This is an optimization exercise on Yosys and OpenROAD, whose aim is small area, a short achievable clock period and few clock cycles per item, not a production implementation.
Function was not checked in any run shown here: the RTL went through the layout flow alone.
Power is estimated from default activity; no workload was simulated.

===== design/flow/config.mk =====
export PLATFORM = sky130hd
export DESIGN_NAME = bicubic_resizer
export DESIGN_NICKNAME = bicubic_resizer
export VERILOG_FILES = /design/flow/design.v
export SDC_FILE = /design/flow/constraint.sdc
export NUM_CORES = 4
export LEC_CHECK = 0
export ABC_AREA = 1
export CAP_MARGIN = 20
export CORE_MARGIN = 2
export CORE_UTILIZATION = 40
export SETUP_SLACK_MARGIN = 5
export SLEW_MARGIN = 20

===== design/flow/constraint.sdc =====
create_clock -name core_clock -period 8.0 [get_ports {i_clk}]
set_input_delay 1.6000 -clock core_clock [delete_from_list [all_inputs] [get_ports {i_clk}]]
set_output_delay 1.6000 -clock core_clock [all_outputs]
set_load 0.01 [all_outputs]

===== design/flow/design.v =====
package resizer_pkg;
   localparam int FRAME_W = 8;              
   localparam int FRAME_H = 6;              
   localparam int COL_W   = 4;              
   localparam int ROW_W   = 3;              
   localparam int ADDR_W  = 6;              
   localparam int TAP_OUTER  = -1;          
   localparam int TAP_INNER  = 9;           
   localparam int ROUND_ADD  = 128;         
   localparam int NORM_SHIFT = 8;           
   typedef struct packed {
      logic [7:0] b;
      logic [7:0] g;
      logic [7:0] r;
   } pixel_t;
   typedef struct packed {
      pixel_t row0;                         
      pixel_t row1;                         
      pixel_t row2;                         
      pixel_t row3;                         
   } column_t;
   localparam int COLUMN_BITS = 4 * 24;     
   typedef struct packed {
      logic col_valid;                      
      logic eol;                            
      logic eof;                            
   } beat_tag_t;
endpackage
`timescale 1ns/10ps
module bicubic_resizer (
   input  logic        i_clk,
   input  logic        i_rstn,
   input  logic [31:0] i_s_data,               
   input  logic        i_s_valid,
   output logic        o_s_ready,
   output resizer_pkg::pixel_t      o_m_data,
   output logic        o_m_valid,
   output logic        o_m_eol,
   output logic        o_m_eof,
   input  logic        i_m_ready
);
   logic [23:0] in_pix;
   assign in_pix = i_s_data[23:0];                
   logic [23:0] r0 [8];
   logic [23:0] r1 [8];
   logic [23:0] r2 [8];
   logic [2:0] x;           
   logic [2:0] r;           
   logic [2:0] vc;          
   logic       fl;          
   logic       prev;        
   logic       prow5;       
   logic       tpend;       
   logic       tis5;        
   logic       sk_v;        
   logic       adv;         
   assign adv = ~sk_v;
   logic       pending;
   logic       st_norm, st_fl, st_any;
   logic       fl_go, fl_may;                 
   logic [2:0] c;           
   logic       vstep;       
   logic       tonly;       
   logic       vrow5;
   logic       first;
   assign pending = prev | tpend;
   assign first   = ~fl;
   assign c       = fl ? vc : x;
   assign st_norm = o_s_ready & i_s_valid;
   assign st_fl   = fl_go | (fl_may & ~i_s_valid);
   assign st_any  = st_norm | st_fl;
   assign vstep   = st_norm ? ((r >= 3'd2) | prev) : prev;
   assign tonly   = st_fl & ~prev & tpend & (c < 3'd2);
   assign vrow5   = prev & prow5;
   function automatic logic [4:0] tap_sel(input logic pv, input logic p5, input logic [2:0] rr,
                                          input logic lt);
      logic t, b4, b5a, b5b;
      t   = ~pv & (rr == 3'd2);
      b4  = pv & ~p5;
      b5a = pv & p5 & (rr[0] | lt);
      b5b = pv & p5 & ~(rr[0] | lt);
      tap_sel = {t | b5b, b5b, b5a, b5a, b4 | b5b};    
   endfunction
   logic sel_a1, sel_b0, sel_c1, sel_d1, sel_d0;
   logic [23:0] h0, h1, h2;
   logic [23:0] ta, tb, tc, td;
   assign h0 = r0[0];
   assign h1 = r1[0];
   assign h2 = r2[0];
   assign ta = sel_a1 ? h1 : h2;
   assign tb = sel_b0 ? h0 : h1;
   assign tc = sel_c1 ? h1 : h0;
   assign td = sel_d1 ? h1 : (sel_d0 ? h0 : in_pix);
   logic       e_em, e_hv, e_t0, e_c0, e_c7, e_sub, e_eol, e_eof;
   always_comb begin
      e_em  = 1'b0;
      e_hv  = 1'b0;
      e_t0  = 1'b0;
      e_eol = 1'b0;
      e_eof = 1'b0;
      e_c0  = (c == 3'd0);
      e_c7  = (c == 3'd7);
      e_sub = (c >= 3'd2);
      if (st_any && vstep) begin
         e_hv = 1'b1;
         e_em = (c >= 3'd2) | tpend;
      end else if (st_any && tonly) begin
         e_t0 = (c == 3'd0);
         e_em = 1'b1;
      end
      if (c == 3'd1 && tpend) begin
         e_eol = 1'b1;
         e_eof = tis5;
      end
   end
   always_ff @(posedge i_clk) begin
      if (st_any) begin
         for (int j = 0; j < 7; j++) begin
            r0[j] <= r0[j+1];
            r1[j] <= r1[j+1];
            r2[j] <= r2[j+1];
         end
         r0[7] <= st_fl ? r0[0] : in_pix;
         r1[7] <= st_fl ? r1[0] : r0[0];
         r2[7] <= st_fl ? r2[0] : r1[0];
      end
   end
   logic       prev_n, prow5_n, tpend_n, tis5_n, fl_n;
   logic [2:0] x_n, r_n, vc_n;
   always_comb begin
      prev_n  = prev;
      prow5_n = prow5;
      tpend_n = tpend;
      tis5_n  = tis5;
      x_n     = x;
      r_n     = r;
      vc_n    = vc;
      if (st_any) begin
         if (vstep && c == 3'd7) begin
            tpend_n = 1'b1;
            tis5_n  = vrow5;
            if (vrow5) prev_n = 1'b0;
            if (prev) prow5_n = 1'b1;
         end else if ((vstep || tonly) && c == 3'd1) begin
            tpend_n = 1'b0;
         end
         if (st_norm && x == 3'd7 && r == 3'd5) begin
            prev_n  = 1'b1;
            prow5_n = 1'b0;
         end
      end
      if (st_norm) begin
         x_n = x + 3'd1;
         if (x == 3'd7) r_n = (r == 3'd5) ? 3'd0 : r + 3'd1;
      end
      if (st_fl) vc_n = c + 3'd1;
      fl_n = fl;
      if (st_fl) fl_n = !(!prev_n && !tpend_n && (c + 3'd1 == x));
   end
   always_ff @(posedge i_clk) begin
      if (!i_rstn) begin
         x     <= '0;
         r     <= '0;
         vc    <= '0;
         fl    <= 1'b0;
         prev  <= 1'b0;
         prow5 <= 1'b0;
         tpend <= 1'b0;
         tis5  <= 1'b0;
         {sel_a1, sel_b0, sel_c1, sel_d1, sel_d0} <= '0;
      end else begin
         x     <= x_n;
         r     <= r_n;
         vc    <= vc_n;
         fl    <= fl_n;
         prev  <= prev_n;
         prow5 <= prow5_n;
         tpend <= tpend_n;
         tis5  <= tis5_n;
         {sel_a1, sel_b0, sel_c1, sel_d1, sel_d0} <= tap_sel(prev_n, prow5_n, r_n, fl_n & (vc_n < x_n));
      end
   end
   logic sk_v_n, hd_free;
   always_ff @(posedge i_clk) begin
      if (!i_rstn) begin
         o_s_ready <= 1'b1;
         fl_go     <= 1'b0;
         fl_may    <= 1'b0;
      end else begin
         o_s_ready <= ~sk_v_n & ~fl_n;
         fl_go     <= ~sk_v_n & fl_n;
         fl_may    <= ~sk_v_n & ~fl_n & (prev_n | tpend_n);
      end
   end
   logic [2:0][8:0] p1_bc, p1_ad;
   logic p1_em, p1_hv, p1_t0, p1_c0, p1_c7, p1_sub, p1_eol, p1_eof;
   always_ff @(posedge i_clk) begin
      if (adv) begin
         for (int ch = 0; ch < 3; ch++) begin
            p1_bc[ch] <= {1'b0, tb[ch*8 +: 8]} + {1'b0, tc[ch*8 +: 8]};
            p1_ad[ch] <= {1'b0, ta[ch*8 +: 8]} + {1'b0, td[ch*8 +: 8]};
         end
         p1_c0  <= e_c0;
         p1_c7  <= e_c7;
         p1_sub <= e_sub;
         p1_eol <= e_eol;
         p1_eof <= e_eof;
      end
   end
   logic signed [13:0] vs [3];
   logic p2_em, p2_hv, p2_t0, p2_c0, p2_c7, p2_sub, p2_eol, p2_eof;
   always_ff @(posedge i_clk) begin
      if (adv && p1_hv) begin
         for (int ch = 0; ch < 3; ch++)
            vs[ch] <= $signed({1'b0, p1_bc[ch], 3'b000}) + $signed({4'b0, p1_bc[ch]})
                      - $signed({4'b0, p1_ad[ch]}) + 14'sd8;
      end
   end
   always_ff @(posedge i_clk) begin
      if (adv) begin
         p2_c0  <= p1_c0;
         p2_c7  <= p1_c7;
         p2_sub <= p1_sub;
         p2_eol <= p1_eol;
         p2_eof <= p1_eof;
      end
   end
   logic signed [17:0] q1 [3];
   logic signed [16:0] q2 [3];
   logic signed [13:0] q3 [3];
   logic signed [17:0] q1_a [3], q1_b [3], q1_n [3], bt [3];
   logic signed [16:0] q2_b [3], q2_c [3], q2_n [3];
   always_comb begin
      for (int ch = 0; ch < 3; ch++) begin
         q1_a[ch] = p2_c0 ? (18'(q3[ch]) <<< 3) : (18'(vs[ch]) <<< 3);
         q1_b[ch] = (p2_c0 | p2_c7) ? 18'sd0 : 18'(vs[ch]);
         q1_n[ch] = 18'(q2[ch]) + q1_a[ch] + q1_b[ch];
         q2_b[ch] = p2_c0 ? 17'sd0 : 17'(vs[ch]);
         q2_c[ch] = p2_c0 ? 17'sd0 : 17'(q3[ch]);
         q2_n[ch] = (17'(vs[ch]) <<< 3) + q2_b[ch] - q2_c[ch];
         bt[ch]   = q1[ch] - (p2_sub ? 18'(vs[ch]) : 18'sd0);
      end
   end
   always_ff @(posedge i_clk) begin
      if (adv) begin
         for (int ch = 0; ch < 3; ch++) begin
            if (p2_hv || p2_t0) q1[ch] <= q1_n[ch];
            if (p2_hv) begin
               q2[ch] <= q2_n[ch];
               q3[ch] <= vs[ch];
            end
         end
      end
   end
   always_ff @(posedge i_clk) begin
      if (!i_rstn) begin
         p1_em <= 1'b0;
         p1_hv <= 1'b0;
         p1_t0 <= 1'b0;
         p2_em <= 1'b0;
         p2_hv <= 1'b0;
         p2_t0 <= 1'b0;
      end else if (adv) begin
         p1_em <= e_em;
         p1_hv <= e_hv;
         p1_t0 <= e_t0;
         p2_em <= p1_em;
         p2_hv <= p1_hv;
         p2_t0 <= p1_t0;
      end
   end
   function automatic logic [7:0] clip(input logic [9:0] acc);    
      if (acc[9])      clip = 8'd0;
      else if (acc[8]) clip = 8'd255;
      else             clip = acc[7:0];
   endfunction
   logic [25:0] pushd;
   logic [25:0] sk;
   logic        push;
   assign pushd   = {p2_eol, p2_eof, clip(bt[2][17:8]), clip(bt[1][17:8]), clip(bt[0][17:8])};
   assign push    = adv & p2_em;
   assign hd_free = ~o_m_valid | i_m_ready;
   assign sk_v_n  = ~hd_free & (sk_v | push);
   always_ff @(posedge i_clk) begin
      if (!i_rstn) begin
         o_m_valid <= 1'b0;
         sk_v      <= 1'b0;
      end else begin
         sk_v <= sk_v_n;
         if (hd_free) o_m_valid <= sk_v | push;
      end
   end
   always_ff @(posedge i_clk) begin
      if (hd_free) {o_m_eol, o_m_eof, o_m_data} <= sk_v ? sk : pushd;
      if (push) sk <= pushd;
   end
endmodule

===== design/flow/run.sh =====
#!/bin/bash
# synth_recipe.tcl (not shown) runs the flow's synth.tcl, then flattens the netlist and writes it again
# the make line also repeats each setting of config.mk as NAME=value (left out here)
make -C /OpenROAD-flow-scripts/flow DESIGN_CONFIG=/design/flow/config.mk WORK_HOME=/design/flow/orfs CLKGATE_MAP_FILE= SYNTH_SCRIPT=/design/flow/synth_recipe.tcl finish

==> results.sh, run 1 <==
export IMPL_synth_cells=4077
export IMPL_fp_coreArea_mm2=0.114
export IMPL_routed_wl_um=94900
export IMPL_synth_area_leaders="edfxtp_1 57%, ha_1 7.9%, inv_1 5.7%"
export IMPL_grt_pass1_vias=28100
export IMPL_synth_area_per_cell_um2=11.3
export IMPL_p_leak_uw=0.0230
export IMPL_die_w_um=343
export IMPL_grt_max_degree=191
export IMPL_finish_utilization_pct=48.6
export IMPL_path_clk_slew_ns=0.06
export IMPL_min_path_type="reg2reg"
export IMPL_tns_ns=0
export IMPL_startpoint_type="flip-flop"
export IMPL_cts_path_max_buffers=3
export IMPL_fmax_ghz=0.316
export IMPL_crit_type="reg2reg"
export IMPL_initial_core_util_pct=40.3
export IMPL_synthMuxAreaShare_pct=0
export IMPL_synth_compound_area_share_pct=7.09
export IMPL_grt_pass1_wl_um=148000
export IMPL_drtIter0Drc=1826
export IMPL_worstPathRequired_ns=8.41
export IMPL_cts_root_buf="clkbuf_16"
export IMPL_cts_inserted_buffers=94
export IMPL_vias_per_cell=4.81
export IMPL_yosys_warnings=15
export IMPL_synthDistinctLibCells=51
export IMPL_drv_cap=0
export IMPL_final_cells=5909
export IMPL_syn_area_mm2=0.0461
export IMPL_nFillCells=9791
export IMPL_synth_simple_area_share_pct=11.9
export IMPL_reg2reg_depth=16
export IMPL_setup_viol=0
export IMPL_syn_nets=4518
export IMPL_fin_crit_sh_pct=39.5
export IMPL_synth_enable_flop_cells=881
export IMPL_grtUsageTotal_pct=15.7
export IMPL_peakVddDrop_mv=0.177
export IMPL_rsz0062_at_grt="yes"
export IMPL_die_h_um=343
export IMPL_outcome="finished clean"
export IMPL_hpwl_um=60300
export IMPL_synth_top_family_by_area="adder cells"
export IMPL_clk_latency_ns=0.68
export IMPL_slew_headroom_pct=33.6
export IMPL_port_buffers=55
export IMPL_diodes=0
export IMPL_cts_tree="done"
export IMPL_fin_nets=4757
export IMPL_path_max_fanout=7
export IMPL_synthAdderAreaFrac_pct=12.9
export IMPL_synth_xor_xnor_area_share_pct=3.10
export IMPL_rows=124
export IMPL_yosysMostFrequentCell="edfxtp_1"
export IMPL_worstHoldPathCells=0
export IMPL_drc_errors=0
export IMPL_hold_viol=0
export IMPL_worst_pin_slew_ns=0.996
export IMPL_async_reset_ff_share_pct=0
export IMPL_clock_sinks=910
export IMPL_synth_seq_cells=910
export IMPL_drtPass1Iterations=7
export IMPL_yosys_area_top_type="edfxtp_1"
export IMPL_htree_levels=3
export IMPL_wire_per_inst_um=16.1
export IMPL_placedInstanceArea_mm2=0.0485
export IMPL_fin_skew_ns=0.0345
export IMPL_power_density_mw_per_mm2=251
export IMPL_slew_violations=0
export IMPL_fp_dieArea_mm2=0.118
export IMPL_synthTopCellsByCount="881 x edfxtp_1, 694 x inv_1, 684 x nand2_1, 291 x ha_1, 259 x a21oi_1"
export IMPL_ant_nets=0
export IMPL_layout_drive_gt1_share_pct=19.2
export IMPL_area_growth_pct=20.5
export IMPL_dp_cells=5598
export IMPL_arrival_ns=3.57
export IMPL_final_cell_area_mm2=0.0555
export IMPL_grt_antenna_before_repair=1
export IMPL_vias=28400
export IMPL_cp_end_kind="flip-flop"
export IMPL_ys_seq_area_share_pct=58.7
export IMPL_grt_overflow_total=0
export IMPL_routabilityCongestion=0.861
export IMPL_ios=64
export IMPL_min_period_ns=3.16
export IMPL_synth_main_ff_cell="edfxtp_1"
export IMPL_synth_top_area_share_pct=57.4
[routing by layer]
layer  track usage [%]  share of wire [%]  wire length, µm  vias to the layer above
li1                  -                  -                -                    14200
met1              21.8                 47            44300                    13400
met4              5.96                3.1             2910                        0
met5                 0                  0                0                        -
met3              2.04                4.4             4170                      172
met2              25.4                 46            43600                      608
[layout make-up]
type / instances / area (µm²) / share of cell area, %
timing repair buffer: 208 / 2140 / 3.85
multi-input combinational: 2399 / 18600 / 33.6
clock buffer: 108 / 2440 / 4.39
sequential: 910 / 27000 / 48.7
tap: 1512 / 1890 / 3.41
clock inverter: 69 / 688 / 1.24
inverter: 702 / 2680 / 4.82
timing repair inverter: 1 / 11.3 / 0.0203
[placed cells by master, fill, tap and decap left out, types with 19 or more instances in the layout]
cell / n
edfxtp_1: 881
clkbuf_16: 97
buf_4: 111
nand3_1: 111
nand2_1: 632
nand2_4: 35
xor2_1: 120
nor2_2: 40
xnor2_1: 38
a21oi_2: 62
a21o_1: 19
inv_1: 655
o21ai_1: 41
fa_1: 105
nor2_4: 38
clkinv_1: 19
nand2_2: 55
inv_2: 39
nor2_1: 177
o21ai_0: 192
nand3_2: 60
a21oi_1: 177
ha_4: 67
a21oi_4: 21
dfxtp_1: 25
ha_1: 213
nand4_1: 19
dlygate4sd2_1: 30
[flip-flops by register name (all words and copies together) (netlist names), 3 cells and up]
name,count
q3,42
sk,26
p1_ad,27
vc,3
q2,51
r0,192
vs,42
p1_bc,27
r2,192
r1,192
q1,54
o_m_data,24
x,3
r,3
[report_power, final]
part	switching (µW)	internal, µW	total, µW
clock network	1870	2500	4370
logic	2200	1620	3810
registers	83.0	5690	5780
total	4150	9810	14000
[worst paths after layout]
check                               from   endpoint  slack (ns)
worst max-delay path               p2_c0  q2[1][14]        4.84
worst max register to register     p2_c0  q2[1][14]        4.84
worst min-delay path            r2[1][7]   r2[0][7]        0.41
worst min register to register  r2[1][7]   r2[0][7]        0.41
[what timing repair did]
item	CTS	global route
gates resized for setup	380	316
setup endpoints to repair	782	248
setup buffers	53	66
pin swaps	76	166
cloned	13	2
hold buffers	0	0
[critical path: stages (launching register included)]
cell and delay (ns):
edfxtp_1 0.46, buf_6 0.17, buf_12 0.14, buf_16 0.16
buf_6 0.12, buf_6 0.10, nor2_4 0.08, inv_2 0.04
fa_1 0.50, inv_2 0.05, ha_4 0.26, a21o_1 0.18
a21oi_2 0.16, nand3_2 0.13, nand3_2 0.09, nand2_2 0.06
xor2_2 0.16
[through the flow]
| stage | total power [µW] | setup WS (ns) | hold WS [ns] |
|---|---|---|---|
| global placement | 8720 | 3.04 | 0.400 |
| finish | 14000 | 4.84 | 0.406 |
| CTS | 13600 | 4.86 | 0.410 |
| detailed placement | 8770 | 3.05 | 0.405 |
| floorplan | 8110 | 3.09 | 0.400 |
| global route | 14700 | 4.73 | 0.413 |
[cell families (layout without fill, tap and decap cells)]
family,Yosys count,count (layout)
buffers and inverters,769,1088
adders and majority gates,405,405
and+or+nand+nor,1223,1224
DFF,910,910
AOI/OAI and AO/OA,608,608
xor gates and xnor gates,162,162
==> inputs of run 2 (changes only) <==
--- a/design/flow/design.v
+++ b/design/flow/design.v
@@ -79,9 +79,9 @@
       b4  = pv & ~p5;
       b5a = pv & p5 & (rr[0] | lt);
       b5b = pv & p5 & ~(rr[0] | lt);
-      tap_sel = {t | b5b, b5b, b5a, b5a, b4 | b5b};    
+      tap_sel = {t | b5b, b5b, b5a, b5a, ~(b4 | b5a | b5b)};    
    endfunction
-   logic sel_a1, sel_b0, sel_c1, sel_d1, sel_d0;
+   logic sel_a1, sel_b0, sel_c1, sel_d1, sel_in;
    logic [23:0] h0, h1, h2;
    logic [23:0] ta, tb, tc, td;
    assign h0 = r0[0];
@@ -90,7 +90,7 @@
    assign ta = sel_a1 ? h1 : h2;
    assign tb = sel_b0 ? h0 : h1;
    assign tc = sel_c1 ? h1 : h0;
-   assign td = sel_d1 ? h1 : (sel_d0 ? h0 : in_pix);
+   assign td = sel_in ? in_pix : (sel_d1 ? h1 : h0);
    logic       e_em, e_hv, e_t0, e_c0, e_c7, e_sub, e_eol, e_eof;
    always_comb begin
       e_em  = 1'b0;
@@ -167,7 +167,7 @@
          prow5 <= 1'b0;
          tpend <= 1'b0;
          tis5  <= 1'b0;
-         {sel_a1, sel_b0, sel_c1, sel_d1, sel_d0} <= '0;
+         {sel_a1, sel_b0, sel_c1, sel_d1, sel_in} <= 5'b00001;
       end else begin
          x     <= x_n;
          r     <= r_n;
@@ -177,7 +177,7 @@
          prow5 <= prow5_n;
          tpend <= tpend_n;
          tis5  <= tis5_n;
-         {sel_a1, sel_b0, sel_c1, sel_d1, sel_d0} <= tap_sel(prev_n, prow5_n, r_n, fl_n & (vc_n < x_n));
+         {sel_a1, sel_b0, sel_c1, sel_d1, sel_in} <= tap_sel(prev_n, prow5_n, r_n, fl_n & (vc_n < x_n));
       end
    end
    logic sk_v_n, hd_free;
@@ -208,7 +208,8 @@
       end
    end
    logic signed [13:0] vs [3];
-   logic p2_em, p2_hv, p2_t0, p2_c0, p2_c7, p2_sub, p2_eol, p2_eof;
+   logic p2_em, p2_hv, p2_t0, p2_sub, p2_eol, p2_eof;
+   logic p2_c0, p2_nc0, p2_nc07;
    always_ff @(posedge i_clk) begin
       if (adv && p1_hv) begin
          for (int ch = 0; ch < 3; ch++)
@@ -218,8 +219,9 @@
    end
    always_ff @(posedge i_clk) begin
       if (adv) begin
-         p2_c0  <= p1_c0;
-         p2_c7  <= p1_c7;
+         p2_c0   <= p1_c0;
+         p2_nc0  <= ~p1_c0;
+         p2_nc07 <= ~(p1_c0 | p1_c7);
          p2_sub <= p1_sub;
          p2_eol <= p1_eol;
          p2_eof <= p1_eof;
@@ -233,10 +235,10 @@
    always_comb begin
       for (int ch = 0; ch < 3; ch++) begin
          q1_a[ch] = p2_c0 ? (18'(q3[ch]) <<< 3) : (18'(vs[ch]) <<< 3);
-         q1_b[ch] = (p2_c0 | p2_c7) ? 18'sd0 : 18'(vs[ch]);
+         q1_b[ch] = p2_nc07 ? 18'(vs[ch]) : 18'sd0;
          q1_n[ch] = 18'(q2[ch]) + q1_a[ch] + q1_b[ch];
-         q2_b[ch] = p2_c0 ? 17'sd0 : 17'(vs[ch]);
-         q2_c[ch] = p2_c0 ? 17'sd0 : 17'(q3[ch]);
+         q2_b[ch] = p2_nc0 ? 17'(vs[ch]) : 17'sd0;
+         q2_c[ch] = p2_nc0 ? 17'(q3[ch]) : 17'sd0;
          q2_n[ch] = (17'(vs[ch]) <<< 3) + q2_b[ch] - q2_c[ch];
          bt[ch]   = q1[ch] - (p2_sub ? 18'(vs[ch]) : 18'sd0);
       end
--- a/design/flow/config.mk
+++ b/design/flow/config.mk
@@ -9,5 +9,7 @@
 export CAP_MARGIN = 20
 export CORE_MARGIN = 2
 export CORE_UTILIZATION = 40
+export CTS_CLUSTER_DIAMETER = 80
+export CTS_CLUSTER_SIZE = 24
 export SETUP_SLACK_MARGIN = 5
 export SLEW_MARGIN = 20
==> run 2 against run 1 <==
Net effect:
- sequential power grew 16%
- clock skew shrank 0.0019 ns
- synthesized area is essentially flat
- first-iteration DRC count shrank 2.8%
- critical endpoint is now q1[0][11]
- largest cell class unchanged
==> results.sh, run 2 <==
export IMPL_grtUsageTotal_pct=15.0
export IMPL_yosysMostFrequentCell="edfxtp_1"
export IMPL_grt_max_degree=99
export IMPL_area_growth_pct=14.4
export IMPL_crit_type="reg2reg"
export IMPL_min_period_ns=3.02
export IMPL_die_h_um=343
export IMPL_hold_ws_ns=0.409
export IMPL_synthDistinctLibCells=53
export IMPL_syn_nets=4500
export IMPL_grt_pass1_vias=27500
export IMPL_total_power_uw=16400
export IMPL_met3_usage_pct=1.56
export IMPL_wire_per_inst_um=15.8
export IMPL_clock_sinks=911
export IMPL_startpoint_type="flip-flop"
export IMPL_path_clk_slew_ns=0.10
export IMPL_placedInstanceArea_mm2=0.0484
export IMPL_tns_ns=0
export IMPL_fmax_ghz=0.331
export IMPL_cts_inserted_buffers=50
export IMPL_port_buffers=55
export IMPL_grt_antenna_before_repair=0
export IMPL_multiInputGateArea_mm2=0.0179
export IMPL_drc_errors=0
export IMPL_arrival_ns=3.45
export IMPL_final_cell_area_mm2=0.0527
export IMPL_fin_nets=4643
export IMPL_layout_common_cells="882 x edfxtp_1, 781 x nand2_1, 630 x inv_1, 233 x ha_1, 203 x o21ai_0"
export IMPL_synth_seq_cells=911
export IMPL_grt_pass1_wl_um=142000
export IMPL_routed_wl_um=90800
export IMPL_synth_cells=4059
export IMPL_cp_end_kind="flip-flop"
export IMPL_rows=124
export IMPL_yosys_warnings=15
export IMPL_fin_crit_sh_pct=37.8
export IMPL_path_max_fanout=13
export IMPL_nFillCells=10400
export IMPL_drtPass1Iterations=6
export IMPL_slew_headroom_pct=26.2
export IMPL_hold_start="r0[4][12]"
export IMPL_htree_levels=2
export IMPL_drtIter0Drc=1774
export IMPL_p_leak_uw=0.0219
export IMPL_syn_area_mm2=0.0460
export IMPL_rsz0062_at_grt="yes"
export IMPL_reg_top3="r0 x192, r1 x192, r2 x192"
export IMPL_synth_area_leaders="edfxtp_1 58%, ha_1 7.9%, nand2_1 6.6%"
export IMPL_ios=64
export IMPL_setup_viol=0
export IMPL_slew_violations=0
export IMPL_busiest_layer="met2"
export IMPL_routabilityCongestion=0.877
export IMPL_grtUsageMet2_pct=25.6
export IMPL_ys_seq_area_share_pct=58.8
export IMPL_power_density_mw_per_mm2=312
export IMPL_layout_drive_gt1_share_pct=13.9
export IMPL_fp_dieArea_mm2=0.118
export IMPL_initial_core_util_pct=40.3
export IMPL_synth_main_ff_cell="edfxtp_1"
export IMPL_worstPathRequired_ns=8.42
export IMPL_reg2reg_from="p2_c0"
export IMPL_peakVddDrop_mv=0.199
export IMPL_ant_nets=0
export IMPL_rr_endpoint="q1[0][11]"
export IMPL_min_path_type="reg2reg"
export IMPL_critPathLaunch="p2_c0"
export IMPL_layout_commonest_cell="edfxtp_1"
export IMPL_reg2reg_depth=16
export IMPL_vias_per_cell=4.82
export IMPL_met1_usage_pct=20.6
export IMPL_async_reset_ff_share_pct=0
export IMPL_synthTopCellsByCount="882 x edfxtp_1, 808 x nand2_1, 657 x inv_1, 291 x ha_1, 249 x o21ai_0"
export IMPL_cts_tree="done"
export IMPL_outcome="finished clean"
export IMPL_yosys_area_top_type="edfxtp_1"
export IMPL_synth_enable_flop_cells=882
export IMPL_cts_hold_buf=0
export IMPL_finish_utilization_pct=46.1
export IMPL_die_w_um=343
export IMPL_vias=27700
export IMPL_cts_root_buf="clkbuf_16"
export IMPL_hold_viol=0
export IMPL_synth_area_per_cell_um2=11.3
export IMPL_cts_path_max_buffers=3
export IMPL_endpoint="q1[0][11]"
export IMPL_worst_pin_slew_ns=1.11
export IMPL_grt_overflow_total=0
export IMPL_drv_cap=0
export IMPL_diodes=0
export IMPL_synth_top_area_share_pct=57.5
export IMPL_fin_skew_ns=0.0326
export IMPL_clk_latency_ns=0.68
export IMPL_area_sequential_mm2=0.0271
export IMPL_hpwl_um=59000
export IMPL_r2r_slack_ns=4.98
export IMPL_fp_coreArea_mm2=0.114
[run 2: changes by cell type after synthesis, moves of 11 or more]
cell / before / now
a21oi_1: 259 / 232
nand2_1: 684 / 808
o21ai_0: 238 / 249
nor2_1: 249 / 168
clkbuf_1: 44 / 56
inv_1: 694 / 657
[run 2: report_power, final]
group          total (µW)  switching, µW  internal (µW)
sequential           6690            216           6470
combinational        6870           4080           2790
clock                2890           1580           1310
[run 2: how the worst min path moves through the flow]
stage	endpoint	slack (ns)	cells past startpoint
after floorplan	p2_eof	0.40	0
after global placement	r1[0][3]	0.40	0
after detailed placement	r0[1][0]	0.40	0
after CTS	r0[5][18]	0.41	0
after global routing	r0[3][12]	0.41	0
final	r0[3][12]	0.41	0
[run 2: critical path, stage by stage (launching register included)]
cell	delay, ns
edfxtp_1	0.39
buf_4	0.16
buf_6	0.12
buf_12	0.15
nor2_2	0.11
a21oi_1	0.06
fa_1	0.50
inv_2	0.05
ha_4	0.29
nand2_1	0.06
nand2_1	0.07
o21a_1	0.20
a31oi_4	0.12
o21ai_4	0.22
nand3_2	0.13
nand3_2	0.07
nand2_1	0.05
[run 2: cell type report]
cell class	instances	area share, %
clock buffer	54	2.44
clock inverter	22	0.577
inverter	661	4.75
multi-input combinational	2416	33.9
sequential	911	51.4
tap	1512	3.59
timing repair buffer	161	3.31
timing repair inverter	1	0.00950
[run 2: what timing repair did]
action | in CTS | in global routing
pin swaps | 28 | 98
setup buffers | 25 | 42
cloned | 10 | 7
endpoints found under the setup margin | 755 | 123
hold endpoints to repair | 0 | 0
resized for setup | 186 | 286
[run 2: per-layer routing]
| metal | part of all wire, % | wire, µm |
|---|---|---|
| met1 | 47 | 43100 |
| met2 | 47 | 43000 |
| met3 | 2.7 | 2460 |
| met4 | 2.4 | 2170 |
| met5 | 0 | 0 |
[run 2: kinds of logic (layout without fill, tap and decap cells)]
group | Yosys count | in the layout | share of synthesized area (%)
compound gates | 587 | 587 | 6.90
xor+xnor | 162 | 162 | 3.10
fa+ha+maj | 405 | 405 | 12.9
buf+inv | 734 | 899 | 6.10
flops | 911 | 911 | 58.8
mux | 3 | 3 | 0.0734
simple gates | 1257 | 1259 | 12.2
[run 2: per-stage QoR]
step,std cells,setup slack [ns]
global placement,5578,2.89
CTS,5689,4.98
finish,5738,4.98
detailed placement,5578,2.85
floorplan,4059,-2.93
global route,5738,4.87
==> inputs of run 3 (changes only) <==
--- a/design/flow/design.v
+++ b/design/flow/design.v
@@ -40,7 +40,7 @@
    input  logic        i_m_ready
 );
    logic [23:0] in_pix;
-   assign in_pix = i_s_data[23:0];                
+   logic        in_v;
    logic [23:0] r0 [8];
    logic [23:0] r1 [8];
    logic [23:0] r2 [8];
@@ -56,8 +56,7 @@
    logic       adv;         
    assign adv = ~sk_v;
    logic       pending;
-   logic       st_norm, st_fl, st_any;
-   logic       fl_go, fl_may;                 
+   logic       st_norm, st_fl, st_any;    
    logic [2:0] c;           
    logic       vstep;       
    logic       tonly;       
@@ -66,9 +65,6 @@
    assign pending = prev | tpend;
    assign first   = ~fl;
    assign c       = fl ? vc : x;
-   assign st_norm = o_s_ready & i_s_valid;
-   assign st_fl   = fl_go | (fl_may & ~i_s_valid);
-   assign st_any  = st_norm | st_fl;
    assign vstep   = st_norm ? ((r >= 3'd2) | prev) : prev;
    assign tonly   = st_fl & ~prev & tpend & (c < 3'd2);
    assign vrow5   = prev & prow5;
@@ -79,9 +75,9 @@
       b4  = pv & ~p5;
       b5a = pv & p5 & (rr[0] | lt);
       b5b = pv & p5 & ~(rr[0] | lt);
-      tap_sel = {t | b5b, b5b, b5a, b5a, ~(b4 | b5a | b5b)};    
+      tap_sel = {t | b5b, b5b, b5a, b5a, b4 | b5b};    
    endfunction
-   logic sel_a1, sel_b0, sel_c1, sel_d1, sel_in;
+   logic sel_a1, sel_b0, sel_c1, sel_d1, sel_d0;
    logic [23:0] h0, h1, h2;
    logic [23:0] ta, tb, tc, td;
    assign h0 = r0[0];
@@ -90,7 +86,7 @@
    assign ta = sel_a1 ? h1 : h2;
    assign tb = sel_b0 ? h0 : h1;
    assign tc = sel_c1 ? h1 : h0;
-   assign td = sel_in ? in_pix : (sel_d1 ? h1 : h0);
+   assign td = sel_d1 ? h1 : (sel_d0 ? h0 : in_pix);
    logic       e_em, e_hv, e_t0, e_c0, e_c7, e_sub, e_eol, e_eof;
    always_comb begin
       e_em  = 1'b0;
@@ -167,7 +163,7 @@
          prow5 <= 1'b0;
          tpend <= 1'b0;
          tis5  <= 1'b0;
-         {sel_a1, sel_b0, sel_c1, sel_d1, sel_in} <= 5'b00001;
+         {sel_a1, sel_b0, sel_c1, sel_d1, sel_d0} <= '0;
       end else begin
          x     <= x_n;
          r     <= r_n;
@@ -177,31 +173,43 @@
          prow5 <= prow5_n;
          tpend <= tpend_n;
          tis5  <= tis5_n;
-         {sel_a1, sel_b0, sel_c1, sel_d1, sel_in} <= tap_sel(prev_n, prow5_n, r_n, fl_n & (vc_n < x_n));
+         {sel_a1, sel_b0, sel_c1, sel_d1, sel_d0} <= tap_sel(prev_n, prow5_n, r_n, fl_n & (vc_n < x_n));
       end
    end
-   logic sk_v_n, hd_free;
+   logic take, in_v_n, sk_v_n, hd_free;
+   assign take    = o_s_ready & i_s_valid;
+   assign in_v_n  = take | (in_v & ~st_norm);
+   always_ff @(posedge i_clk) begin
+      if (~in_v | st_norm) in_pix <= i_s_data[23:0];     
+   end
    always_ff @(posedge i_clk) begin
       if (!i_rstn) begin
+         in_v      <= 1'b0;
          o_s_ready <= 1'b1;
-         fl_go     <= 1'b0;
-         fl_may    <= 1'b0;
+         st_norm   <= 1'b0;
+         st_fl     <= 1'b0;
+         st_any    <= 1'b0;
       end else begin
-         o_s_ready <= ~sk_v_n & ~fl_n;
-         fl_go     <= ~sk_v_n & fl_n;
-         fl_may    <= ~sk_v_n & ~fl_n & (prev_n | tpend_n);
+         in_v      <= in_v_n;
+         o_s_ready <= ~in_v_n | (~sk_v_n & ~fl_n);
+         st_norm   <= ~sk_v_n & ~fl_n & in_v_n;
+         st_fl     <= ~sk_v_n & (fl_n | (~in_v_n & (prev_n | tpend_n)));
+         st_any    <= ~sk_v_n & (fl_n | in_v_n | prev_n | tpend_n);
       end
    end
    logic [2:0][8:0] p1_bc, p1_ad;
-   logic p1_em, p1_hv, p1_t0, p1_c0, p1_c7, p1_sub, p1_eol, p1_eof;
+   logic p1_em, p1_hv, p1_t0, p1_sub, p1_eol, p1_eof;
+   logic p1_c0, p1_nc0, p1_c07, p1_nc07;           
    always_ff @(posedge i_clk) begin
       if (adv) begin
          for (int ch = 0; ch < 3; ch++) begin
             p1_bc[ch] <= {1'b0, tb[ch*8 +: 8]} + {1'b0, tc[ch*8 +: 8]};
             p1_ad[ch] <= {1'b0, ta[ch*8 +: 8]} + {1'b0, td[ch*8 +: 8]};
          end
-         p1_c0  <= e_c0;
-         p1_c7  <= e_c7;
+         p1_c0   <= e_c0;
+         p1_nc0  <= ~e_c0;
+         p1_c07  <= e_c0 | e_c7;
+         p1_nc07 <= ~(e_c0 | e_c7);
          p1_sub <= e_sub;
          p1_eol <= e_eol;
          p1_eof <= e_eof;
@@ -209,7 +217,8 @@
    end
    logic signed [13:0] vs [3];
    logic p2_em, p2_hv, p2_t0, p2_sub, p2_eol, p2_eof;
-   logic p2_c0, p2_nc0, p2_nc07;
+   logic p2_k0, p2_k1, p2_k2, p2_k3;             
+   logic p2_g0, p2_g1;                           
    always_ff @(posedge i_clk) begin
       if (adv && p1_hv) begin
          for (int ch = 0; ch < 3; ch++)
@@ -219,9 +228,12 @@
    end
    always_ff @(posedge i_clk) begin
       if (adv) begin
-         p2_c0   <= p1_c0;
-         p2_nc0  <= ~p1_c0;
-         p2_nc07 <= ~(p1_c0 | p1_c7);
+         p2_k0   <= p1_c0;
+         p2_k1   <= ~p1_nc0;
+         p2_k2   <= p1_nc0;
+         p2_k3   <= ~p1_c0;
+         p2_g0   <= p1_nc07;
+         p2_g1   <= ~p1_c07;
          p2_sub <= p1_sub;
          p2_eol <= p1_eol;
          p2_eof <= p1_eof;
@@ -232,13 +244,18 @@
    logic signed [13:0] q3 [3];
    logic signed [17:0] q1_a [3], q1_b [3], q1_n [3], bt [3];
    logic signed [16:0] q2_b [3], q2_c [3], q2_n [3];
+   logic [2:0] sel8q3, addv1, addv2, subq3;      
+   assign sel8q3 = {p2_k0, p2_k1, p2_k0};
+   assign addv1  = {p2_g1, p2_g0, p2_g0};
+   assign addv2  = {~p2_k1, p2_k3, p2_k2};
+   assign subq3  = {p2_k2, p2_k3, p2_k2};
    always_comb begin
       for (int ch = 0; ch < 3; ch++) begin
-         q1_a[ch] = p2_c0 ? (18'(q3[ch]) <<< 3) : (18'(vs[ch]) <<< 3);
-         q1_b[ch] = p2_nc07 ? 18'(vs[ch]) : 18'sd0;
+         q1_a[ch] = sel8q3[ch] ? (18'(q3[ch]) <<< 3) : (18'(vs[ch]) <<< 3);
+         q1_b[ch] = addv1[ch] ? 18'(vs[ch]) : 18'sd0;
          q1_n[ch] = 18'(q2[ch]) + q1_a[ch] + q1_b[ch];
-         q2_b[ch] = p2_nc0 ? 17'(vs[ch]) : 17'sd0;
-         q2_c[ch] = p2_nc0 ? 17'(q3[ch]) : 17'sd0;
+         q2_b[ch] = addv2[ch] ? 17'(vs[ch]) : 17'sd0;
+         q2_c[ch] = subq3[ch] ? 17'(q3[ch]) : 17'sd0;
          q2_n[ch] = (17'(vs[ch]) <<< 3) + q2_b[ch] - q2_c[ch];
          bt[ch]   = q1[ch] - (p2_sub ? 18'(vs[ch]) : 18'sd0);
       end
--- a/design/flow/config.mk
+++ b/design/flow/config.mk
@@ -9,7 +9,7 @@
 export CAP_MARGIN = 20
 export CORE_MARGIN = 2
 export CORE_UTILIZATION = 40
-export CTS_CLUSTER_DIAMETER = 80
-export CTS_CLUSTER_SIZE = 24
+export CTS_CLUSTER_DIAMETER = 100
+export CTS_CLUSTER_SIZE = 28
 export SETUP_SLACK_MARGIN = 5
 export SLEW_MARGIN = 20
==> run 3 against run 2 <==
Net effect:
- still clean on timing, DRC and antenna
- total power is 1.8% lower
- first-iteration DRC count up 5.4%
- combinational power about the same
- clock power is 9.7% lower
- sequential share of layout area is 2.7 points higher
- worst hold slack got worse by 0.011 ns
==> results.sh, run 3 <==
export IMPL_final_cell_area_mm2=0.0517
export IMPL_placedInstanceArea_mm2=0.0491
export IMPL_synthDistinctLibCells=48
export IMPL_clock_sinks=942
export IMPL_seqPwrFrac_pct=41.5
export IMPL_async_reset_ff_share_pct=0
export IMPL_clockPowerShare_pct=16.2
export IMPL_path_clk_slew_ns=0.10
export IMPL_combPwrFrac_pct=42.3
export IMPL_initial_core_util_pct=40.2
export IMPL_fin_skew_ns=0.0258
export IMPL_synth_top_area_share_pct=58.6
export IMPL_grt_pass1_vias=27000
export IMPL_synth_seq_cells=942
export IMPL_synth_cells=4094
export IMPL_slew_violations=0
export IMPL_outcome="finished clean"
export IMPL_reg_top3="r0 x192, r1 x192, r2 x192"
export IMPL_drtPass1Iterations=6
export IMPL_wire_per_inst_um=15.0
export IMPL_cts_hold_buf=0
export IMPL_worst_pin_slew_ns=1.03
export IMPL_reg2reg_from="p2_k1"
export IMPL_die_w_um=346
export IMPL_p_switching_uw=5810
export IMPL_arrival_ns=3.34
export IMPL_grt_max_degree=194
export IMPL_tns_ns=0
export IMPL_worstPathRequired_ns=8.38
export IMPL_cts_root_buf="clkbuf_16"
export IMPL_vias=27500
export IMPL_hold_start="r2[5][12]"
export IMPL_path_max_fanout=6
export IMPL_critPathLaunch="p2_k1"
export IMPL_rows=125
export IMPL_fin_crit_sh_pct=37.0
export IMPL_p_leak_uw=0.0214
export IMPL_fin_nets=4639
export IMPL_rsz0062_at_grt="yes"
export IMPL_fp_coreArea_mm2=0.116
export IMPL_routed_wl_um=86500
export IMPL_fmax_ghz=0.338
export IMPL_syn_area_mm2=0.0467
export IMPL_synth_area_per_cell_um2=11.4
export IMPL_layout_commonest_cell="edfxtp_1"
export IMPL_diodes=0
export IMPL_power_density_mw_per_mm2=312
export IMPL_ant_nets=0
export IMPL_grt_pass1_wl_um=139000
export IMPL_cp_end_kind="flip-flop"
export IMPL_syn_nets=4535
export IMPL_slew_headroom_pct=31.6
export IMPL_layout_drive_gt1_share_pct=8.22
export IMPL_intPower_uw=10400
export IMPL_grt_antenna_before_repair=1
export IMPL_hpwl_um=60500
export IMPL_synth_enable_flop_cells=911
export IMPL_grt_overflow_total=0
export IMPL_crit_type="reg2reg"
export IMPL_htree_levels=2
export IMPL_grtUsageTotal_pct=14.3
export IMPL_min_path_type="reg2reg"
export IMPL_yosysMostFrequentCell="edfxtp_1"
export IMPL_drv_cap=0
export IMPL_port_buffers=55
export IMPL_cts_path_max_buffers=3
export IMPL_vias_per_cell=4.79
export IMPL_peakVddDrop_mv=0.236
export IMPL_drtIter0Drc=1869
export IMPL_drc_errors=0
export IMPL_ios=64
export IMPL_synthTopCellsByCount="911 x edfxtp_1, 818 x nand2_1, 620 x inv_1, 291 x ha_1, 281 x o21ai_0"
export IMPL_p_sw_share_pct=35.9
export IMPL_ys_seq_area_share_pct=59.9
export IMPL_synth_main_ff_cell="edfxtp_1"
export IMPL_setup_viol=0
export IMPL_cts_tree="done"
export IMPL_cts_inserted_buffers=43
export IMPL_layout_common_cells="911 x edfxtp_1, 804 x nand2_1, 616 x inv_1, 260 x ha_1, 243 x o21ai_0"
export IMPL_clk_latency_ns=0.63
export IMPL_die_h_um=346
export IMPL_min_period_ns=2.96
export IMPL_yosys_warnings=15
export IMPL_synth_area_leaders="edfxtp_1 59%, ha_1 7.8%, nand2_1 6.6%"
export IMPL_area_growth_pct=10.7
export IMPL_startpoint_type="flip-flop"
export IMPL_hold_viol=0
export IMPL_yosys_area_top_type="edfxtp_1"
export IMPL_fp_dieArea_mm2=0.119
export IMPL_routabilityCongestion=0.891
run 3: kinds of logic (layout without fill, tap and decap cells):
group,count (synthesis),after routing,share of synthesized area [%]
AOI/OAI and AO/OA,615,615,6.96
xor gates and xnor gates,165,165,3.09
adders and majority gates,405,405,12.7
buffers and inverters,702,830,5.70
DFF,942,942,59.9
muxes,4,4,0.0964
and+or+nand+nor,1261,1261,11.6
run 3: area by class of cell:
| type | instances | area [µm²] |
|---|---|---|
| fill | 10600 | 64300 |
| clock buffer | 53 | 1110 |
| inverter | 628 | 2370 |
| timing repair buffer | 132 | 1310 |
| timing repair inverter | 1 | 7.51 |
| clock inverter | 16 | 231 |
| sequential | 942 | 28000 |
| multi-input combinational | 2450 | 16800 |
| tap | 1524 | 1910 |
run 3: power groups by stage:
stage          clock [µW]  sequential, µW  combinational, µW
2_1_floorplan           0            6920               4640
3_3_place_gp            0            6860               5980
3_5_place_dp            0            6890               6060
4_1_cts              2740            6730               6320
5_1_grt              2880            6770               7810
6_report             2610            6710               6840
run 3: worst paths after layout:
check	end	slack, ns	cells past startpoint
setup / recovery	q1[1][14]	5.04	14
hold / removal	r2[4][12]	0.40	0
setup reg to reg	q1[1][14]	5.04	14
hold reg to reg	r2[4][12]	0.40	0
run 3: repair_timing:
action,in CTS,in global routing
resized for setup,72,171
setup buffers,19,33
endpoints found under the setup margin,107,354
pin swaps,0,24
cloned,4,0
run 3: metal layers:
layer / global-route usage, % / up-vias / wire length (µm)
li1: - / 14000 / -
met5: 0 / - / 10
met3: 1.47 / 96 / 2620
met2: 23.5 / 344 / 39300
met1: 20.4 / 13100 / 42700
met4: 3.25 / 2 / 1860
run 3: critical path, cell delays in order (launching register included):
cell and delay (ns):
edfxtp_1 0.42, buf_4 0.15, clkinvlp_4 0.18, buf_4 0.21, o21ai_1 0.15, fa_1 0.42, inv_1 0.06, ha_2 0.30
a21oi_1 0.14, inv_1 0.07, a21oi_2 0.15, nand3_1 0.15, nand3_1 0.10, nand2_1 0.06, xor2_1 0.15
run 3: metrics by stage:
stage	power (µW)	util [%]	setup WS, ns	std cells	hold slack (ns)
floorplan	11600	-	2.73	4094	0.400
global placement	12800	42.3	3.94	5621	0.400
detailed placement	13000	42.3	3.93	5621	0.405
CTS	15800	43.7	4.88	5713	0.395
global route	17500	44.6	4.88	5746	0.399
finish	16200	44.6	5.04	5746	0.398
==> inputs of run 4 (changes only) <==
--- a/design/flow/config.mk
+++ b/design/flow/config.mk
@@ -9,7 +9,7 @@
 export CAP_MARGIN = 20
 export CORE_MARGIN = 2
 export CORE_UTILIZATION = 40
-export CTS_CLUSTER_DIAMETER = 100
-export CTS_CLUSTER_SIZE = 28
+export CTS_CLUSTER_DIAMETER = 80
+export CTS_CLUSTER_SIZE = 24
 export SETUP_SLACK_MARGIN = 5
 export SLEW_MARGIN = 20
==> run 4 against run 3 <==
Net effect:
- synthesized area did not move
- sequential power barely moved
- synthesized cell count did not move
- largest power group unchanged
- clock power rose by 14%
- sequential share of layout area fell by 0.35 points
- still clean on timing, DRC and antenna
- via count rose by 0.44%
- wire length rose by 1.6%
==> results.sh, run 4 <==
export IMPL_outcome="finished clean"
export IMPL_layout_commonest_cell="edfxtp_1"
export IMPL_cts_hold_buf=0
export IMPL_cts_inserted_buffers=53
export IMPL_layout_drive_gt1_share_pct=8.36
export IMPL_synthDistinctLibCells=48
export IMPL_path_clk_slew_ns=0.09
export IMPL_dp_slack_ns=3.93
export IMPL_ys_seq_area_share_pct=59.9
export IMPL_nFillCells=10500
export IMPL_synth_top_area_share_pct=58.6
export IMPL_hpwl_um=60500
export IMPL_ant_nets=0
export IMPL_yosys_warnings=15
export IMPL_min_period_ns=3.03
export IMPL_synth_cells=4094
export IMPL_worst_slack_ns=4.97
export IMPL_grt_max_degree=194
export IMPL_grt_overflow_total=0
export IMPL_slew_headroom_pct=28.6
export IMPL_synth_area_leaders="edfxtp_1 59%, ha_1 7.8%, nand2_1 6.6%"
export IMPL_p_leak_uw=0.0215
export IMPL_path_max_fanout=26
export IMPL_fin_crit_sh_pct=37.9
export IMPL_peakVddDrop_mv=0.186
export IMPL_arrival_ns=3.45
export IMPL_grt_pass1_vias=27000
export IMPL_worst_pin_slew_ns=1.06
export IMPL_grtUsageTotal_pct=14.4
export IMPL_fmax_ghz=0.330
export IMPL_rsz0062_at_grt="yes"
export IMPL_clock_sinks=942
export IMPL_ios=64
export IMPL_grt_antenna_before_repair=1
export IMPL_multiInputGateArea_mm2=0.0168
export IMPL_reg_top3="r0 x192, r1 x192, r2 x192"
export IMPL_syn_nets=4535
export IMPL_tns_ns=0
export IMPL_fin_skew_ns=0.0212
export IMPL_synth_area_per_cell_um2=11.4
export IMPL_yosysMostFrequentCell="edfxtp_1"
export IMPL_synth_enable_flop_cells=911
export IMPL_power_density_mw_per_mm2=318
export IMPL_path_cells="buf_4 > bufbuf_16 > o21ai_0 > fa_1 > ha_1 > a21oi_1 > o21ai_0 > a21oi_1 > nand2_1 > xor2_1"
export IMPL_initial_core_util_pct=40.2
export IMPL_cts_root_buf="clkbuf_16"
export IMPL_yosys_area_top_type="edfxtp_1"
export IMPL_fp_dieArea_mm2=0.119
export IMPL_min_path_type="reg2reg"
export IMPL_vias_per_cell=4.80
export IMPL_cp_end_kind="flip-flop"
export IMPL_area_sequential_mm2=0.0280
export IMPL_dp_cells=5621
export IMPL_drtPass1Iterations=5
export IMPL_finish_utilization_pct=44.9
export IMPL_slew_violations=0
export IMPL_cp_slowest_cell="fa_1"
export IMPL_hold_viol=0
export IMPL_die_w_um=346
export IMPL_routed_wl_um=87800
export IMPL_diodes=0
export IMPL_setup_viol=0
export IMPL_drtIter0Drc=1856
export IMPL_async_reset_ff_share_pct=0
export IMPL_worstPathRequired_ns=8.42
export IMPL_drv_cap=0
export IMPL_fp_coreArea_mm2=0.116
export IMPL_rows=125
export IMPL_startpoint_type="flip-flop"
export IMPL_cts_path_max_buffers=3
export IMPL_htree_levels=2
export IMPL_die_h_um=346
export IMPL_crit_type="reg2reg"
export IMPL_clk_latency_ns=0.67
export IMPL_cts_tree="done"
export IMPL_wire_per_inst_um=15.3
export IMPL_grt_pass1_wl_um=139000
export IMPL_port_buffers=55
export IMPL_final_cells=5757
export IMPL_syn_area_mm2=0.0467
export IMPL_synth_seq_cells=942
export IMPL_r2r_slack_ns=4.97
export IMPL_synth_main_ff_cell="edfxtp_1"
export IMPL_routabilityCongestion=0.891
export IMPL_drc_errors=0
export IMPL_layout_common_cells="911 x edfxtp_1, 807 x nand2_1, 616 x inv_1, 260 x ha_1, 243 x o21ai_0"
export IMPL_slowest_delay_ns=0.54
export IMPL_fin_nets=4643
export IMPL_area_growth_pct=11.5
export IMPL_vias=27700
export IMPL_synthTopCellsByCount="911 x edfxtp_1, 818 x nand2_1, 620 x inv_1, 291 x ha_1, 281 x o21ai_0"
==> run 4: cell counts after synthesis <==
Identical to the previous run, type by type.
==> run 4: layout make-up <==
cell class	instances	area share, %
clock inverters	23	0.618
repair inverters	1	0.0144
well taps	1524	3.66
multi-input cells	2450	32.2
flip-flops and latches	942	53.8
repair buffers	126	2.55
clock buffers	63	2.62
inverters	628	4.56
==> run 4: routing by layer <==
layer / wire length [µm] / part of all wire [%] / global-route usage (%)
met5: 10 / 0.011 / 0
met4: 2280 / 2.6 / 4.43
met3: 2760 / 3.1 / 1.51
met2: 39800 / 45 / 23.3
met1: 42900 / 49 / 20.4
==> run 4: path summary, 6_finish.rpt <==
kind	endpoint	cells past startpoint	start
setup reg to reg	q1[0][17]	10	p2_k0
hold / removal	r2[5][6]	0	r2[6][6]
hold reg to reg	r2[5][6]	0	r2[6][6]
setup / recovery	q1[0][17]	10	p2_k0
==> run 4: through the flow <==
step                hold slack [ns]  cell area [µm²]  total power [µW]
floorplan                     0.400            46700             11600
global placement              0.400            49100             12800
detailed placement            0.405            49100             13000
CTS                           0.407            51100             16200
global route                  0.408            52000             17800
finish                        0.406            52000             16500
==> run 4: timing repair <==
item | 4_1_cts | 5_1_grt
setup endpoints to repair | 107 | 357
cloned | 4 | 4
resized for setup | 72 | 161
pin swaps | 1 | 18
setup buffers | 19 | 23
==> run 4: critical path: cells and delay by family (launching register included) <==
family	cells	cell delay [ns]
AO/OA/AOI/OAI	4	0.81
XOR/XNOR	1	0.14
AND/OR/NAND/NOR	1	0.08
adder cells (fa/ha/maj)	2	0.88
flip-flops	1	0.37
buffers and inverters	2	0.50
==> run 4: cell families after synthesis <==
group	synth area share, %
mux	0.0964
flops	59.9
compound gates	6.96
simple gates	11.6
xor+xnor	3.09
buf+inv	5.70
fa+ha+maj	12.7
==> run 4: power by group <==
| group | switching [µW] | internal (µW) | total [µW] |
|---|---|---|---|
| clock network | 1670 | 1320 | 2980 |
| logic | 4070 | 2770 | 6840 |
| registers | 210 | 6500 | 6710 |

==> static timing again, ports no longer ideal <==
No port has a modelled driver above. Below, the same layouts with a new extraction and two added sets of constraints.
Step 1 assumes that a clkbuf_16 drives the clock port and a buf_2 every other input.
Step 2 also shifts input and output timing later by t, the mid clock arrival at the registers, as if the neighbouring blocks saw the same clock.
Three values: no drivers, after step 1, after step 2; two values: the first two.
| run | t (ns) | setup WS [ns] | clock arrival spread, ns | worst register clock-pin slew, ns |
|---|---|---|---|---|
| run 1 | 0.726 | 4.837 / 4.837 / 4.378 | 0.035 / 0.035 | 0.07 / 0.07 |
| run 2 | 0.722 | 4.977 / 4.977 / 4.318 | 0.040 / 0.039 | 0.10 / 0.10 |
| run 3 | 0.688 | 5.042 / 5.030 / 4.669 | 0.029 / 0.029 | 0.11 / 0.11 |
| run 4 | 0.740 | 4.966 / 4.966 / 4.704 | 0.031 / 0.031 | 0.10 / 0.10 |
After both steps every run listed still meets setup and hold. The setup slack of run 2, which loses most, moves by 0.000 ns with the drivers and by -0.659 ns with both steps.
